From an optimization exercise on the open Yosys and OpenROAD flow, aimed at small area, a short achievable clock period and few clock cycles; shortcuts taken in it are not production practice. Only simulation tests tie the RTL to the original design; equivalence was not proved. No activity file was given, so power comes from the tool's default toggle rates.

===== flow/config.mk =====
export PLATFORM = sky130hd
export DESIGN_NAME = offload_engine
export DESIGN_NICKNAME = offload_engine
export VERILOG_FILES = /design/flow/design.v
export SDC_FILE = /design/flow/constraint.sdc
export NUM_CORES = 4
export LEC_CHECK = 0
export CAP_MARGIN = 20
export CORE_MARGIN = 2
export CORE_UTILIZATION = 45
export SLEW_MARGIN = 20

===== flow/constraint.sdc =====
create_clock -name core_clock -period 8.0 [get_ports {ACLK}]
set_input_delay 1.6000 -clock core_clock [delete_from_list [all_inputs] [get_ports {ACLK}]]
set_output_delay 1.6000 -clock core_clock [all_outputs]
set_load 0.01 [all_outputs]

===== flow/design.v =====
`default_nettype none
module host_ctrl_regs (
    input  wire          ACLK,
    input  wire          ARESET,
    input  wire          csr_awvalid,
    input  wire [11:0]   csr_awaddr,
    input  wire          csr_wvalid,
    input  wire [31:0]   csr_wdata,
    input  wire          csr_bready,
    input  wire          csr_arvalid,
    input  wire [11:0]   csr_araddr,
    input  wire          csr_rready,
    output wire          csr_awready,
    output wire          csr_wready,
    output wire          csr_bvalid,
    output wire          csr_arready,
    output wire          csr_rvalid,
    output wire [31:0]   csr_rdata,
    input  wire          busy,
    input  wire          run_done,
    output wire          start,
    output logic [31:0]  timeout_cycles,
    output logic [191:0] base_addr
);
    logic        aw_got, w_got, bvalid_q, wr_go;
    logic [11:0] waddr_q;
    logic [31:0] wdata_q;
    logic        aw_hs, w_hs;
    assign csr_awready = !aw_got && !bvalid_q;
    assign csr_wready  = !w_got && !bvalid_q;
    assign csr_bvalid  = bvalid_q;
    assign aw_hs = csr_awvalid && csr_awready;
    assign w_hs  = csr_wvalid && csr_wready;
    always_ff @(posedge ACLK) begin
        if (aw_hs) waddr_q <= csr_awaddr;
        if (w_hs)  wdata_q <= csr_wdata;
    end
    always_ff @(posedge ACLK) begin
        if (ARESET) begin
            aw_got   <= 1'b0;
            w_got    <= 1'b0;
            bvalid_q <= 1'b0;
            wr_go    <= 1'b0;
        end else begin
            wr_go <= 1'b0;
            if ((aw_got || aw_hs) && (w_got || w_hs)) begin
                aw_got   <= 1'b0;
                w_got    <= 1'b0;
                bvalid_q <= 1'b1;
                wr_go    <= 1'b1;
            end else begin
                if (aw_hs) aw_got <= 1'b1;
                if (w_hs)  w_got  <= 1'b1;
                if (bvalid_q && csr_bready) bvalid_q <= 1'b0;
            end
        end
    end
    logic wa_hi0, wa_ctrl;
    assign wa_hi0  = waddr_q[11:6] == 6'd0 && waddr_q[1:0] == 2'd0;
    assign wa_ctrl = wa_hi0 && waddr_q[5:2] == 4'd0;
    assign start   = wr_go && wa_ctrl && wdata_q[0] && !busy;
    always_ff @(posedge ACLK) begin
        if (ARESET) begin
            timeout_cycles <= '0;
            base_addr      <= '0;
        end else begin
            if (wr_go && wa_hi0) begin
                case (waddr_q[5:2])
                    4'h4: timeout_cycles          <= wdata_q;
                    4'h6: base_addr[31:0]         <= wdata_q;
                    4'h7: base_addr[63:32]        <= wdata_q;
                    4'h8: base_addr[95:64]        <= wdata_q;
                    4'h9: base_addr[127:96]       <= wdata_q;
                    4'ha: base_addr[159:128]      <= wdata_q;
                    4'hb: base_addr[191:160]      <= wdata_q;
                    default: ;
                endcase
            end
        end
    end
    logic        ar_busy, rvalid_q, slow_q, rd_ctrl_q, done_q;
    logic [6:0]  sel_q;
    logic [31:0] rdata_q;
    logic        ar_hs, r_hs;
    logic        ra_hi0, ra_ctrl;
    assign csr_arready = !ar_busy;
    assign csr_rvalid  = rvalid_q;
    assign csr_rdata   = rdata_q;
    assign ar_hs  = csr_arvalid && !ar_busy;
    assign r_hs   = rvalid_q && csr_rready;
    assign ra_hi0 = csr_araddr[11:6] == 6'd0 && csr_araddr[1:0] == 2'd0;
    assign ra_ctrl = ra_hi0 && csr_araddr[5:2] == 4'd0;
    always_ff @(posedge ACLK) begin
        if (ARESET) begin
            ar_busy   <= 1'b0;
            rvalid_q  <= 1'b0;
            slow_q    <= 1'b0;
            rd_ctrl_q <= 1'b0;
        end else begin
            slow_q <= 1'b0;
            if (ar_hs) begin
                ar_busy   <= 1'b1;
                rvalid_q  <= ra_ctrl;
                slow_q    <= !ra_ctrl;
                rd_ctrl_q <= ra_ctrl;
            end else if (slow_q) begin
                rvalid_q <= 1'b1;
            end else if (r_hs) begin
                rvalid_q  <= 1'b0;
                ar_busy   <= 1'b0;
                rd_ctrl_q <= 1'b0;
            end
        end
    end
    always_ff @(posedge ACLK) begin
        if (ar_hs) begin
            sel_q[0] <= ra_hi0 && csr_araddr[5:2] == 4'h4;
            sel_q[1] <= ra_hi0 && csr_araddr[5:2] == 4'h6;
            sel_q[2] <= ra_hi0 && csr_araddr[5:2] == 4'h7;
            sel_q[3] <= ra_hi0 && csr_araddr[5:2] == 4'h8;
            sel_q[4] <= ra_hi0 && csr_araddr[5:2] == 4'h9;
            sel_q[5] <= ra_hi0 && csr_araddr[5:2] == 4'ha;
            sel_q[6] <= ra_hi0 && csr_araddr[5:2] == 4'hb;
            rdata_q  <= {30'd0, done_q && ra_ctrl, busy && ra_ctrl};
        end else if (slow_q) begin
            rdata_q <= ({32{sel_q[0]}} & timeout_cycles)
                     | ({32{sel_q[1]}} & base_addr[31:0])
                     | ({32{sel_q[2]}} & base_addr[63:32])
                     | ({32{sel_q[3]}} & base_addr[95:64])
                     | ({32{sel_q[4]}} & base_addr[127:96])
                     | ({32{sel_q[5]}} & base_addr[159:128])
                     | ({32{sel_q[6]}} & base_addr[191:160]);
        end
    end
    always_ff @(posedge ACLK) begin
        if (ARESET) begin
            done_q <= 1'b0;
        end else if (run_done) begin
            done_q <= 1'b1;
        end else if (r_hs && rd_ctrl_q && rdata_q[1]) begin
            done_q <= 1'b0;
        end
    end
endmodule
`default_nettype wire
`default_nettype none
module run_sequencer (
    input  wire        ACLK,
    input  wire        ARESET,
    input  wire        start,
    input  wire [31:0] timeout_cycles,
    input  wire [2:0]  copied,
    input  wire [2:0]  last_r,
    input  wire [2:0]  sent,
    input  wire [2:0]  last_b,
    output logic       busy,
    output logic       copy,
    output logic       send_go,
    output logic       send,
    output wire        abort,
    output wire        run_done
);
    logic [31:0] cycle_count;
    logic        expired;
    logic        all_copied, all_sent;
    assign all_copied = &(copied | last_r);
    assign all_sent   = &(sent | last_b);
    assign abort      = busy && expired;
    assign run_done   = abort || (busy && send && !send_go && all_sent);
    always_ff @(posedge ACLK) begin
        if (ARESET) begin
            busy     <= 1'b0;
            copy     <= 1'b0;
            send_go  <= 1'b0;
            send     <= 1'b0;
        end else begin
            send_go <= 1'b0;
            if (start) begin
                busy <= 1'b1;
                copy <= 1'b1;
            end else if (run_done) begin
                busy <= 1'b0;
                copy <= 1'b0;
                send <= 1'b0;
            end else if (copy && all_copied) begin
                copy    <= 1'b0;
                send    <= 1'b1;
                send_go <= 1'b1;
            end
        end
    end
    always_ff @(posedge ACLK) begin
        if (ARESET || !busy) begin
            cycle_count <= '0;
            expired     <= 1'b0;
        end else begin
            cycle_count <= cycle_count + 32'd1;
            if (timeout_cycles != '0 && cycle_count == timeout_cycles) expired <= 1'b1;
        end
    end
endmodule
`default_nettype wire
`default_nettype none
module mem_channel (
    input  wire         ACLK,
    input  wire         ARESET,
    input  wire         start,       
    input  wire         copy,        
    input  wire         send_go,     
    input  wire         send,        
    input  wire         abort,       
    input  wire [63:0]  base_addr,
    output wire         rd_arvalid,
    output wire [63:0]  rd_araddr,
    output wire         rd_rready,
    input  wire         rd_arready,
    input  wire         rd_rvalid,
    input  wire [31:0]  rd_rdata,
    output wire         wr_awvalid,
    output wire [63:0]  wr_awaddr,
    output wire         wr_wvalid,
    output wire [31:0]  wr_wdata,
    output wire         wr_bready,
    input  wire         wr_awready,
    input  wire         wr_wready,
    input  wire         wr_bvalid,
    output wire         last_r,      
    output wire         copied,
    output wire         last_b,
    output wire         sent
);
    localparam int N = 32;
    logic [31:0] fifo [N];
    logic        rv_q, hs_q;
    logic [31:0] rd_q;
    logic        arv_q, awv_q, wv_q;
    logic [5:0]  a_cnt, r_cnt, w_cnt;
    logic [4:0]  lo_q;
    logic        wrap_q;
    logic [56:0] hi_q, hi_inc;
    logic        a_hs, r_hs, w_hs, b_hs;
    assign a_hs = (arv_q && rd_arready) || (awv_q && wr_awready);
    assign r_hs = copy && rd_rvalid;
    assign w_hs = wv_q && wr_wready;
    assign b_hs = send && wr_bvalid;
    assign last_r = r_hs && r_cnt == 6'd31;
    assign copied = r_cnt[5];
    assign last_b = b_hs && r_cnt == 6'd31;
    assign sent   = r_cnt[5];
    assign hi_inc = base_addr[63:7] + 57'd1;
    always_ff @(posedge ACLK) begin
        if (start || send_go) begin
            lo_q   <= base_addr[6:2];
            wrap_q <= 1'b0;
            hi_q   <= base_addr[63:7];
        end else if (a_hs) begin
            lo_q <= lo_q + 5'd1;
            if (lo_q == 5'd31) begin
                wrap_q <= 1'b1;
                hi_q   <= hi_inc;
            end
        end
    end
    always_ff @(posedge ACLK) begin
        if (ARESET) begin
            arv_q <= 1'b0;
            awv_q <= 1'b0;
            wv_q  <= 1'b0;
            a_cnt <= '0;
            r_cnt <= '0;
            w_cnt <= '0;
            rv_q  <= 1'b0;
            hs_q  <= 1'b0;
        end else begin
            rv_q <= r_hs;
            hs_q <= w_hs;
            if (start) begin
                arv_q <= 1'b1;
                a_cnt <= '0;
                r_cnt <= '0;
            end else if (send_go) begin
                awv_q <= 1'b1;
                a_cnt <= '0;
                r_cnt <= '0;
            end else begin
                if (a_hs) begin
                    a_cnt <= a_cnt + 6'd1;
                    if (a_cnt == 6'd31) begin
                        arv_q <= 1'b0;
                        awv_q <= 1'b0;
                    end
                end
                if (r_hs || b_hs) r_cnt <= r_cnt + 6'd1;
            end
            if (!send) begin
                wv_q  <= 1'b0;
                w_cnt <= '0;
            end else if (w_hs) begin
                w_cnt <= w_cnt + 6'd1;
                if (w_cnt == 6'd31) wv_q <= 1'b0;
            end else if (w_cnt == 6'd0 && !wv_q) begin
                wv_q <= 1'b1;
            end
            if (abort) begin
                arv_q <= 1'b0;
                awv_q <= 1'b0;
                wv_q  <= 1'b0;
            end
        end
    end
    always_ff @(posedge ACLK) begin
        rd_q <= rd_rdata;
        if (rv_q) begin
            fifo[0] <= fifo[1];
        end else if (w_hs) begin
            fifo[0] <= hs_q ? fifo[2] : fifo[1];
        end
        if (rv_q || hs_q) begin
            for (int i = 1; i < N - 1; i++) fifo[i] <= fifo[i+1];
            fifo[N-1] <= rd_q;
        end
    end
    assign rd_arvalid = arv_q;
    assign rd_araddr  = {hi_q, lo_q, base_addr[1:0]};
    assign rd_rready  = 1'b1;
    assign wr_awvalid = awv_q;
    assign wr_awaddr  = {hi_q, lo_q, base_addr[1:0]};
    assign wr_wvalid  = wv_q;
    assign wr_wdata   = fifo[0];
    assign wr_bready  = 1'b1;
endmodule
`default_nettype wire
`default_nettype none
module offload_engine (
    input  wire          ACLK,
    input  wire          ARESET,
    input  wire          csr_awvalid,
    input  wire [11:0]   csr_awaddr,
    input  wire          csr_wvalid,
    input  wire [31:0]   csr_wdata,
    input  wire          csr_bready,
    input  wire          csr_arvalid,
    input  wire [11:0]   csr_araddr,
    input  wire          csr_rready,
    output wire          csr_awready,
    output wire          csr_wready,
    output wire          csr_bvalid,
    output wire          csr_arready,
    output wire          csr_rvalid,
    output wire [31:0]   csr_rdata,
    output wire [2:0]    mem_arvalid,
    output wire [191:0]  mem_araddr,
    output wire [2:0]    mem_rready,
    input  wire [2:0]    mem_arready,
    input  wire [2:0]    mem_rvalid,
    input  wire [95:0]   mem_rdata,
    output wire [2:0]    mem_awvalid,
    output wire [191:0]  mem_awaddr,
    output wire [2:0]    mem_wvalid,
    output wire [95:0]   mem_wdata,
    output wire [2:0]    mem_bready,
    input  wire [2:0]    mem_awready,
    input  wire [2:0]    mem_wready,
    input  wire [2:0]    mem_bvalid
);
    localparam int NUM_CHANNELS = 3;
    logic         start, busy, copy, send_go, send, abort, run_done;
    logic [31:0]  timeout_cycles;
    logic [191:0] base_addr;
    logic [2:0]   last_r, copied, last_b, sent;
    host_ctrl_regs u_regs (
        .ACLK           (ACLK),
        .ARESET         (ARESET),
        .csr_awvalid    (csr_awvalid),
        .csr_awaddr     (csr_awaddr),
        .csr_wvalid     (csr_wvalid),
        .csr_wdata      (csr_wdata),
        .csr_bready     (csr_bready),
        .csr_arvalid    (csr_arvalid),
        .csr_araddr     (csr_araddr),
        .csr_rready     (csr_rready),
        .csr_awready    (csr_awready),
        .csr_wready     (csr_wready),
        .csr_bvalid     (csr_bvalid),
        .csr_arready    (csr_arready),
        .csr_rvalid     (csr_rvalid),
        .csr_rdata      (csr_rdata),
        .busy           (busy),
        .run_done       (run_done),
        .start          (start),
        .timeout_cycles (timeout_cycles),
        .base_addr      (base_addr)
    );
    run_sequencer u_sequencer (
        .ACLK           (ACLK),
        .ARESET         (ARESET),
        .start          (start),
        .timeout_cycles (timeout_cycles),
        .copied         (copied),
        .last_r         (last_r),
        .sent           (sent),
        .last_b         (last_b),
        .busy           (busy),
        .copy           (copy),
        .send_go        (send_go),
        .send           (send),
        .abort          (abort),
        .run_done       (run_done)
    );
    for (genvar k = 0; k < NUM_CHANNELS; k++) begin : g_channel
        mem_channel u_channel (
            .ACLK       (ACLK),
            .ARESET     (ARESET),
            .start      (start),
            .copy       (copy),
            .send_go    (send_go),
            .send       (send),
            .abort      (abort),
            .base_addr  (base_addr[k*64 +: 64]),
            .rd_arvalid (mem_arvalid[k]),
            .rd_araddr  (mem_araddr[k*64 +: 64]),
            .rd_rready  (mem_rready[k]),
            .rd_arready (mem_arready[k]),
            .rd_rvalid  (mem_rvalid[k]),
            .rd_rdata   (mem_rdata[k*32 +: 32]),
            .wr_awvalid (mem_awvalid[k]),
            .wr_awaddr  (mem_awaddr[k*64 +: 64]),
            .wr_wvalid  (mem_wvalid[k]),
            .wr_wdata   (mem_wdata[k*32 +: 32]),
            .wr_bready  (mem_bready[k]),
            .wr_awready (mem_awready[k]),
            .wr_wready  (mem_wready[k]),
            .wr_bvalid  (mem_bvalid[k]),
            .last_r     (last_r[k]),
            .copied     (copied[k]),
            .last_b     (last_b[k]),
            .sent       (sent[k])
        );
    end
endmodule
`default_nettype wire

===== flow/run.sh =====
#!/bin/bash
# synth_recipe.tcl (not shown) runs the flow's synth.tcl, then flattens the netlist and writes it again
# the make line also repeats each setting of config.mk as NAME=value (left out here)
make -C /OpenROAD-flow-scripts/flow DESIGN_CONFIG=/design/flow/config.mk WORK_HOME=/design/flow/orfs CLKGATE_MAP_FILE= SYNTH_SCRIPT=/design/flow/synth_recipe.tcl finish

==> results.toml, run 1 <==
[drt]
vias = 54490
route.detailed.drc = 0
ant_nets = 0
routed_wl_mm = 241.9
drtIter0Drc = 4807
dr.pass1.iters = 6
wl_per_cell_um = 21.99
viasPerCell = 4.954

[setup_path]
path_max_fanout = 2
cp-end-kind = "primary output"
start_kind = "register"
path_buf_inv = 1
worstSetupPathType = "register to primary output"
crit_slowest_cell = "clkdlybuf4s50_1"
crit-reg2reg-launch = "u_regs.waddr_q[8]$_DFFE_PP_"
crit_chain = "clkdlybuf4s50_1"
critical-path-max-stage-delay_ns = 0.96
arrival_ns = 2.60
worstSetupStartpoint = "g_channel[2].u_channel.hi_q[55]$_DFFE_PP_"
rrSetupSlack_ns = 4.40
path_delay_family = "buffers and inverters"
worstPathRequired_ns = 6.40

[sta]
drv_slew = 0
min_period_ns = 4.198
final_hold_viol_count = 0
maxSlewHeadroom = 0.1615
setup_viol = 0
setup_tns_ns = 0
fin_crit_sh = 0.5247
fin_skew_ns = 0.05146
worstMarginPinSlew_ns = 1.258
rsz0062_at_grt = "false"
max_freq_mhz = 238.2

[grt]
grtUsageMet1 = 0.2136
grt_util_met3 = 0.03852
grt_pass1_vias = 52540
grt_util_all_layers = 0.1700
grtUsageMet2 = 0.2689
antenna_found_initial = 12
grt-ovfl-total = 0
grt_max_degree = 203
grt_pass1_wl_mm = 350.4
grt.busiest_layer = "met2"

[logic_synthesis]
ys_top_cells_by_area = "edfxtp_1, dfxtp_1, nand2_1"
postSynthAreaPerCell_um2 = 19.51
synth_edf_count = 3311
synthCells = 6331
synth_seq_area_share = 0.8802
yosysWarningCount = 4
synth.cell_area_um2 = 123500
synthArstFlopShare = 0
synthFlopType = "edfxtp_1"
synthDistinctLibCells = 57
ys_ff_latch = 3776
synth_top_cell_by_area = "edfxtp_1"
yosysTopAreaCellShare = 0.8049

[final_layout]
area_growth_pct = 18.06
finish.instance_area_um2 = 145800
nFillCells = 21130
layout-drive-gt1-share = 0.1028
stdcell_count = 11000
nets = 7282

[pwr]
total_power_w = 0.03883
peakVddDrop_mv = 0.2502
powerDensity_nw_per_um2 = 266.2
leakage_nw = 46.56

[hold_path]
hold_class = "register to register"
min-delay-start = "g_channel[1].u_channel.fifo[17][24]$_DFFE_PP_"

[placement]
placed_area_um2 = 133500
place_inst = 10300
dpl.hpwl_mm = 154.8
place_congestion = 0.9135
portBuffers = 699

[floorplan]
die_x_um = 527.9
start_util = 0.4519
ios = 706
rows = 192
die_h_um = 527.9
core_um2 = 273400
design.die.area_um2 = 278700

[clock_tree]
insertion_delay_ns = 0.91
cts_buffers = 377
cts.path.max_buffers = 4
cts.clk_slew.worst_paths_ns = 0.06
post_cts_buffers = 0
root_buffer = "clkbuf_16"
h-tree-depth = 5
cts_tree = "yes"
post_cts_resized = 0
cts_hold_buf = 0
cts_sinks = 3776

[flow_run]
drv_cap = 0

[outcome]
status = "finished clean"
[power breakdown]
group          internal (W)  leakage (nW)  switching [W]
registers            0.0212          33.6       0.000104
logic              0.000133          6.93       0.000166
clock network        0.0102          6.02        0.00708
total                0.0315          46.6        0.00735
[path summary, 6_finish.rpt]
kind / depth (start not counted) / end
worst max-delay path: 1 / mem_araddr[190]
worst min-delay path: 0 / g_channel[1].u_channel.fifo[16][24]$_DFFE_PP_
worst max register to register: 6 / g_channel[2].u_channel.hi_q[55]$_DFFE_PP_
worst min register to register: 0 / g_channel[1].u_channel.fifo[16][24]$_DFFE_PP_
[cell type report]
type | instances | area, um2 | share of cell area
inverter | 44 | 165.2 | 0.001132
clock inverter | 180 | 1755 | 0.01204
sequential | 3776 | 108700 | 0.7455
clock buffer | 517 | 10560 | 0.07237
antenna | 5 | 12.51 | 0.00008579
multi-input combinational | 2120 | 12460 | 0.08545
timing repair buffer | 767 | 7671 | 0.05260
tap | 3589 | 4491 | 0.03079
[metrics by stage]
| step | util | hold slack, ns | worst slack [ns] |
|---|---|---|---|
| 6_report | 0.5335 | 0.3922 | 3.802 |
| 5_1_grt | 0.5335 | 0.3926 | 3.802 |
| 4_1_cts | 0.5334 | 0.3906 | 3.784 |
| 3_5_place_dp | 0.4884 | 0.3887 | 4.093 |
| 3_3_place_gp | 0.4883 | 0.3856 | 4.115 |
| 2_1_floorplan | - | 0.3855 | -4.990 |
[logic make-up (layout without fill, tap and decap cells)]
logic type                 after synthesis  in the layout  synth area share
adders and majority gates               22             22          0.002228
and+or+nand+nor                       1258           1258           0.04661
DFF                                   3776           3776            0.8802
buffers and inverters                  440           1508           0.02014
AOI/OAI and AO/OA                      458            458           0.02215
xor gates and xnor gates               277            277           0.01964
muxes                                   99             99          0.008994
other                                    1             11        0.00003036
[Yosys cell counts, types with 3 or more instances]
cell type,instances
xnor2_1,95
a21oi_1,285
buf_1,11
nor3b_1,7
dfxtp_1,465
or2_2,15
or3_1,15
and4_1,16
mux2_2,96
nor3_1,68
o2111ai_1,3
nand3b_1,3
and3_1,15
nor2b_1,7
inv_1,43
nand4_1,77
or4_1,3
o21ai_0,48
nand3_1,83
buf_4,213
nor4_2,8
a221oi_1,61
edfxtp_1,3311
nor2_1,164
a31oi_1,4
nand2_1,669
buf_2,23
nor4_1,69
mux2i_1,3
nor3_2,4
xor2_1,182
o211ai_1,5
and2_1,11
clkbuf_1,147
a22oi_1,7
nor4b_1,4
nand2b_1,12
a22o_1,33
ha_1,22
[sequential cells by signal, summed over array words and instances, names as in the netlist, 32 cells and up]
signal	flops
g_channel.u_channel.fifo	3072
u_regs.base_addr	192
g_channel.u_channel.hi_q	171
g_channel.u_channel.rd_q	96
u_regs.rdata_q	32
u_regs.timeout_cycles	32
u_regs.wdata_q	32
u_sequencer.cycle_count	32
[placed cells by master (no fill, tap or decap), drive strengths merged, types with 11 or more instances in the layout]
| cell | Yosys | final |
|---|---|---|
| edfxtp | 3311 | 3311 |
| clkdlybuf4s50 | 0 | 698 |
| nand2 | 669 | 669 |
| clkbuf | 148 | 517 |
| dfxtp | 465 | 465 |
| a21oi | 285 | 285 |
| xor2 | 182 | 182 |
| nor2 | 165 | 165 |
| clkinv | 1 | 130 |
| mux2 | 96 | 96 |
| xnor2 | 95 | 95 |
| nand3 | 83 | 83 |
| nand4 | 78 | 78 |
| nor4 | 77 | 77 |
| nor3 | 72 | 72 |
| buf | 247 | 69 |
| a221oi | 61 | 61 |
| inv | 43 | 57 |
| o21ai | 49 | 49 |
| a22o | 33 | 33 |
| bufinv | 0 | 28 |
| ha | 22 | 22 |
| and4 | 16 | 16 |
| or2 | 16 | 16 |
| and3 | 15 | 15 |
| or3 | 15 | 15 |
| nand2b | 12 | 12 |
| and2 | 11 | 11 |
[per-layer routing]
| layer | share of wire | vias to the layer above | routed length [um] |
|---|---|---|---|
| li1 | - | 25270 | - |
| met1 | 0.40 | 26780 | 96610 |
| met2 | 0.47 | 1848 | 113000 |
| met3 | 0.065 | 575 | 15800 |
| met4 | 0.068 | 12 | 16380 |
| met5 | 0.00029 | - | 71 |
Testbench counts, summed over its fixed seeds: cycles 12,852.
==> run 2, diff against run 1 <==
--- a/flow/config.mk
+++ b/flow/config.mk
@@ -9,3 +9,4 @@
 export CORE_MARGIN = 2
 export CORE_UTILIZATION = 45
+export SETUP_SLACK_MARGIN = 5
 export SLEW_MARGIN = 20
==> run 2 against run 1 <==
  * Clock power hardly changed
  * Clock skew is 0.0068 ns lower
  * Worst hold slack worse by 0.019 ns
  * Synthesized cell count stayed put
  * Sequential power hardly changed
  * Worst setup slack better by 0.93 ns
  * Global-route usage is 0.24 points higher
  * Non-clock buffer count is 168 higher
  * Die area stayed put
  * Highest routed layer is now met4
==> results.toml, run 2 <==
[sta]
setup_viol = 0
fin_skew_ns = 0.04469
rsz0062_at_grt = "true"
fin_crit_sh = 0.4088
max_freq_mhz = 305.8
final_hold_viol_count = 0
worstMarginPinSlew_ns = 1.082
drv_slew = 0
whs_ns = 0.3732
min_period_ns = 3.271
maxSlewHeadroom = 0.2770
setup_tns_ns = 0

[final_layout]
layout_common_cells = "edfxtp_1, nand2_1, dfxtp_1, clkbuf_16, buf_6"
largest_reg_flops = 3072
layout-drive-gt1-share = 0.2004
area_growth_pct = 18.87
final_common_cell = "edfxtp_1"
regMostFlops = "g_channel.u_channel.fifo"
nets = 7452
reg_top3 = "g_channel.u_channel.fifo (3072), u_regs.base_addr (192), g_channel.u_channel.hi_q (171)"

[logic_synthesis]
synth_edf_count = 3311
synth_top_cell_by_area = "edfxtp_1"
synth_seq_area_share = 0.8802
yosysMostFrequentCell = "edfxtp_1"
ys_ff_latch = 3776
synthDistinctLibCells = 57
synthTopCellsByCount = "edfxtp_1, nand2_1, dfxtp_1, a21oi_1, buf_4"
postSynthAreaPerCell_um2 = 19.51
ys_top_cells_by_area = "edfxtp_1, dfxtp_1, nand2_1"
synthFlopType = "edfxtp_1"
synthCells = 6331
yosysWarningCount = 4
synthArstFlopShare = 0
synth.cell_area_um2 = 123500
yosysTopAreaCellShare = 0.8049

[drt]
viasPerCell = 4.971
routed_wl_mm = 246.3
vias = 55430
ant_nets = 0
drtIter0Drc = 4503
dr.pass1.iters = 5
wl_per_cell_um = 22.09
route.detailed.drc = 0

[clock_tree]
root_buffer = "clkbuf_16"
cts.clk_slew.worst_paths_ns = 0.06
cts_sinks = 3776
cts.path.max_buffers = 4
cts_hold_buf = 0
cts_tree = "yes"
insertion_delay_ns = 0.90
cts_buffers = 379
h-tree-depth = 5

[outcome]
status = "finished clean"

[placement]
place_congestion = 0.8954
dpl.hpwl_mm = 156.8
portBuffers = 699

[floorplan]
die_x_um = 527.9
core_um2 = 273400
rows = 192
start_util = 0.4519
die_h_um = 527.9
ios = 706
design.die.area_um2 = 278700

[setup_path]
path_buf_inv = 2
path_max_fanout = 2
cp_common_cell = "buf_6"
rr_worst_depth = 6
arrival_ns = 1.67
rrSetupSlack_ns = 5.07
r2r_end = "g_channel[2].u_channel.hi_q[52]$_DFFE_PP_"
start_kind = "register"
path_delay_family = "flip-flops"
worstPathRequired_ns = 6.40
critical-path-max-stage-delay_ns = 0.50
worstSetupPathType = "register to primary output"
cp-end-kind = "primary output"
crit-reg2reg-launch = "u_regs.base_addr[147]$_SDFFE_PP0P_"
crit_chain = "buf_6 > buf_6"
crit_slowest_cell = "edfxtp_1"

[hold_path]
hold-path-endpoint = "g_channel[2].u_channel.fifo[12][10]$_DFFE_PP_"
min-delay-start = "g_channel[2].u_channel.fifo[13][10]$_DFFE_PP_"
hold_depth = 0
hold_class = "register to register"

[grt]
grt_max_degree = 183
antenna_found_initial = 4
grt-ovfl-total = 0
grt_pass1_wl_mm = 355.9
grt_pass1_vias = 53720
grt_util_all_layers = 0.1724

[pwr]
leakage_nw = 48.17
clkPwrFrac = 0.441
p_int_w = 0.03132
swShare = 0.1898
peakVddDrop_mv = 0.1813
powerDensity_nw_per_um2 = 263.2
p_sw_w = 0.007335
share_comb_of_total_power = 0.008
power_frac_seq = 0.551

[flow_run]
drv_cap = 0
[run 2: cell count changes in the layout (fill, tap and decap cells not counted), sizes merged]
cell           change
buf              +693
clkbuf            -17
clkdlybuf4s50    -526
clkinv             +4
diode              -3
inv                +3
[run 2: cell type report]
type,count,area [um2]
Clock inverter,187,1793
Timing Repair Buffer,935,8648
Inverter,44,168.9
Sequential cell,3776,108900
Antenna cell,2,5.005
Tap cell,3589,4491
Fill cell,21140,126500
Clock buffer,499,10320
Multi-Input combinational cell,2120,12540
[run 2: per-layer routing]
layer | part of all wire | global-route usage
met1 | 0.40 | 0.2165
met2 | 0.47 | 0.2759
met3 | 0.062 | 0.03716
met4 | 0.064 | 0.1029
met5 | 0 | 0
[run 2: worst register-to-register path: cells and delay by family, from the launching register on]
kind,cells,cell delay (ns)
buf+inv,1,0.26
xor+xnor,1,0.41
flops,1,0.47
compound gates,1,0.16
simple gates,3,1.37
[run 2: timing repair]
action                      CTS  global route
setup buffers               140            18
setup endpoints to repair  1151          1153
gates cloned                  0             1
gates resized for setup    2584           100
pin swaps                     4             5
[run 2: power groups by stage]
stage	sequential [W]	combinational, W	clock [W]
floorplan	0.0216	0.0000904	0
global placement	0.0217	0.000289	0
detailed placement	0.0217	0.000291	0
CTS	0.0213	0.000299	0.0176
global route	0.0213	0.000320	0.0184
finish	0.0213	0.000305	0.0170
[run 2: metrics by stage]
stage	setup slack, ns	utilization	power [W]	instances	instance area, um2
finish	4.729	0.5371	0.03865	11150	146800
global route	4.662	0.5371	0.04001	11150	146800
CTS	4.645	0.5348	0.03923	11130	146200
detailed placement	4.182	0.4885	0.02201	10300	133500
global placement	4.193	0.4885	0.02201	10300	133500
floorplan	0.05941	-	0.02174	6336	123600
[run 2: worst max-delay path by stage]
stage / from / end / cells past startpoint
2_1_floorplan: g_channel[0].u_channel.hs_q$_SDFF_PP0_ / g_channel[0].u_channel.fifo[10][0]$_DFFE_PP_ / 1
3_3_place_gp: csr_araddr[11] / u_regs.rd_ctrl_q$_SDFFE_PP0P_ / 6
3_5_place_dp: csr_araddr[11] / u_regs.rdata_q[1]$_DFFE_PP_ / 5
4_1_cts: g_channel[2].u_channel.hi_q[43]$_DFFE_PP_ / mem_araddr[178] / 2
5_1_grt: g_channel[2].u_channel.hi_q[43]$_DFFE_PP_ / mem_araddr[178] / 2
6_report: g_channel[2].u_channel.hi_q[43]$_DFFE_PP_ / mem_araddr[178] / 2
[run 2: cell families after synthesis]
logic type	Yosys count	synth area share
adder cells (fa/ha/maj)	22	0.002228
AND/OR/NAND/NOR	1258	0.04661
multiplexers	99	0.008994
AO/OA/AOI/OAI	458	0.02215
XOR/XNOR	277	0.01964
other	1	0.00003036
flip-flops	3776	0.8802
buffers and inverters	440	0.02014
==> run 3, diff against run 2 <==
--- a/flow/config.mk
+++ b/flow/config.mk
@@ -6,4 +6,5 @@
 export NUM_CORES = 4
 export LEC_CHECK = 0
+export ABC_CLOCK_PERIOD_IN_PS = 2500
 export CAP_MARGIN = 20
 export CORE_MARGIN = 2
==> run 3 against run 2 <==
  * Sequential share of layout area unchanged
  * Sequential power barely moved
  * Core utilization stayed put
  * Largest cell class unchanged
  * Critical path type unchanged
  * Non-clock buffer count is the same
  * Worst hold slack did not move
  * Flip-flop and latch count unchanged
==> results.toml, run 3 <==
[floorplan]
start_util = 0.4519
rows = 192
die_h_um = 527.9
design.die.area_um2 = 278700
core_um2 = 273400
die_x_um = 527.9
ios = 706

[placement]
dpl.hpwl_mm = 156.8
portBuffers = 699
place_congestion = 0.8954

[hold_path]
min-delay-start = "g_channel[2].u_channel.fifo[13][10]$_DFFE_PP_"
hold_depth = 0
hold-path-endpoint = "g_channel[2].u_channel.fifo[12][10]$_DFFE_PP_"
hold_class = "register to register"

[grt]
grt-ovfl-total = 0
grt_pass1_wl_mm = 355.9
grt_max_degree = 183
antenna_found_initial = 4
grt_pass1_vias = 53720
grt_util_all_layers = 0.1724

[setup_path]
r2r_end = "g_channel[2].u_channel.hi_q[52]$_DFFE_PP_"
path_buf_inv = 2
crit_slowest_cell = "edfxtp_1"
cp_common_cell = "buf_6"
critical-path-max-stage-delay_ns = 0.50
worstPathRequired_ns = 6.40
cp-end-kind = "primary output"
rr_worst_depth = 6
arrival_ns = 1.67
crit-reg2reg-launch = "u_regs.base_addr[147]$_SDFFE_PP0P_"
start_kind = "register"
path_max_fanout = 2
path_delay_family = "flip-flops"
worstSetupPathType = "register to primary output"
crit_chain = "buf_6 > buf_6"
rrSetupSlack_ns = 5.07

[sta]
final_hold_viol_count = 0
whs_ns = 0.3732
min_period_ns = 3.271
maxSlewHeadroom = 0.2770
setup_tns_ns = 0
drv_slew = 0
max_freq_mhz = 305.8
fin_skew_ns = 0.04469
worstMarginPinSlew_ns = 1.082
setup_viol = 0
rsz0062_at_grt = "true"
fin_crit_sh = 0.4088

[logic_synthesis]
yosysMostFrequentCell = "edfxtp_1"
synth_seq_area_share = 0.8802
synthTopCellsByCount = "edfxtp_1, nand2_1, dfxtp_1, a21oi_1, buf_4"
synth.cell_area_um2 = 123500
yosysWarningCount = 4
ys_top_cells_by_area = "edfxtp_1, dfxtp_1, nand2_1"
synthArstFlopShare = 0
synthCells = 6331
synthFlopType = "edfxtp_1"
ys_ff_latch = 3776
synth_top_cell_by_area = "edfxtp_1"
postSynthAreaPerCell_um2 = 19.51
synthDistinctLibCells = 57
synth_edf_count = 3311
yosysTopAreaCellShare = 0.8049

[clock_tree]
h-tree-depth = 5
cts_tree = "yes"
root_buffer = "clkbuf_16"
cts_sinks = 3776
cts.path.max_buffers = 4
cts_buffers = 379
insertion_delay_ns = 0.90
cts.clk_slew.worst_paths_ns = 0.06

[final_layout]
largest_reg_flops = 3072
reg_top3 = "g_channel.u_channel.fifo (3072), u_regs.base_addr (192), g_channel.u_channel.hi_q (171)"
regMostFlops = "g_channel.u_channel.fifo"
layout_common_cells = "edfxtp_1, nand2_1, dfxtp_1, clkbuf_16, buf_6"
final_common_cell = "edfxtp_1"
nFillCells = 21140
area_growth_pct = 18.87
layout-drive-gt1-share = 0.2004
nets = 7452

[pwr]
peakVddDrop_mv = 0.1813
powerDensity_nw_per_um2 = 263.2
leakage_nw = 48.17

[drt]
route.detailed.drc = 0
vias = 55430
drtIter0Drc = 4503
routed_wl_mm = 246.3
wl_per_cell_um = 22.09
dr.pass1.iters = 5
viasPerCell = 4.971
ant_nets = 0

[outcome]
status = "finished clean"

[flow_run]
drv_cap = 0
## run 3: cell counts after synthesis
No cell type changed its count.
## run 3: per-stage QoR
stage | setup WS, ns | utilization | total power, W | cells | cell area, um2
after global routing | 4.662 | 0.5371 | 0.04001 | 11150 | 146800
after floorplan | 0.05941 | - | 0.02174 | 6336 | 123600
after global placement | 4.193 | 0.4885 | 0.02201 | 10300 | 133500
final | 4.729 | 0.5371 | 0.03865 | 11150 | 146800
after CTS | 4.645 | 0.5348 | 0.03923 | 11130 | 146200
after detailed placement | 4.182 | 0.4885 | 0.02201 | 10300 | 133500
## run 3: routing by layer
layer | global-route usage | up-vias | wire length, um
met2 | 0.2759 | 1777 | 116600
met3 | 0.03716 | 570 | 15290
met1 | 0.2165 | 27450 | 98590
met5 | 0 | - | 0
li1 | - | 25640 | -
met4 | 0.1029 | 0 | 15820
## run 3: layout make-up
| class | instances | area [um2] | share of cell area |
|---|---|---|---|
| Multi-Input combinational cell | 2120 | 12540 | 0.08542 |
| Tap cell | 3589 | 4491 | 0.03058 |
| Clock inverter | 187 | 1793 | 0.01221 |
| Inverter | 44 | 168.9 | 0.001150 |
| Clock buffer | 499 | 10320 | 0.07026 |
| Antenna cell | 2 | 5.005 | 0.00003408 |
| Sequential cell | 3776 | 108900 | 0.7414 |
| Timing Repair Buffer | 935 | 8648 | 0.05890 |
## run 3: where the power goes
group	internal (W)	switching, W
Clock	0.00999	0.00706
Sequential	0.0212	0.000114
Combinational	0.000139	0.000165
Total	0.0313	0.00733
## run 3: worst max path at each step
stage                                                    startpoint                                      endpoint  depth (start not counted)
after global placement                               csr_araddr[11]                 u_regs.rd_ctrl_q$_SDFFE_PP0P_                          6
after detailed placement                             csr_araddr[11]                   u_regs.rdata_q[1]$_DFFE_PP_                          5
final                     g_channel[2].u_channel.hi_q[43]$_DFFE_PP_                               mem_araddr[178]                          2
after CTS                 g_channel[2].u_channel.hi_q[43]$_DFFE_PP_                               mem_araddr[178]                          2
after global routing      g_channel[2].u_channel.hi_q[43]$_DFFE_PP_                               mem_araddr[178]                          2
after floorplan              g_channel[0].u_channel.hs_q$_SDFF_PP0_  g_channel[0].u_channel.fifo[10][0]$_DFFE_PP_                          1
## run 3: kinds of logic after synthesis
group / after synthesis / synth area share
AO/OA/AOI/OAI: 458 / 0.02215
XOR/XNOR: 277 / 0.01964
adder cells (fa/ha/maj): 22 / 0.002228
buffers and inverters: 440 / 0.02014
flip-flops: 3776 / 0.8802
multiplexers: 99 / 0.008994
other: 1 / 0.00003036
AND/OR/NAND/NOR: 1258 / 0.04661
## run 3: timing repair
item,4_1_cts,5_1_grt
pin swaps,4,5
gates resized for setup,2584,100
cloned,0,1
endpoints found under the hold margin,0,0
setup buffers,140,18
endpoints found under the setup margin,1151,1153
hold buffers,0,0

afterwards: timing with drivers on the ports:
No port has a modelled driver above. Below, the same layouts with a new extraction and two added sets of constraints.
Step 1: set_driving_cell puts a clkbuf_16 on ACLK and a buf_2 on each other input, an assumption about the parent block.
Step 2 moves the port delays by t, midway between the first and last clock arrival at a register: inputs arrive t later, outputs are due t later. That takes back most of the time a late clock gives input paths.
Slacks: ideal / step 1 / step 2; pairs: ideal / step 1.
run | shift t [ns] | slack for setup (ns) | hold slack, ns
run 1 | 0.963 | 3.802 / 3.716 / 4.081 | 0.392 / 0.392 / 0.392
run 2 | 0.961 | 4.729 / 4.645 / 4.208 | 0.373 / 0.373 / 0.373
run 3 | 0.961 | 4.729 / 4.645 / 4.208 | 0.373 / 0.373 / 0.373
After both steps every run listed still meets setup and hold.
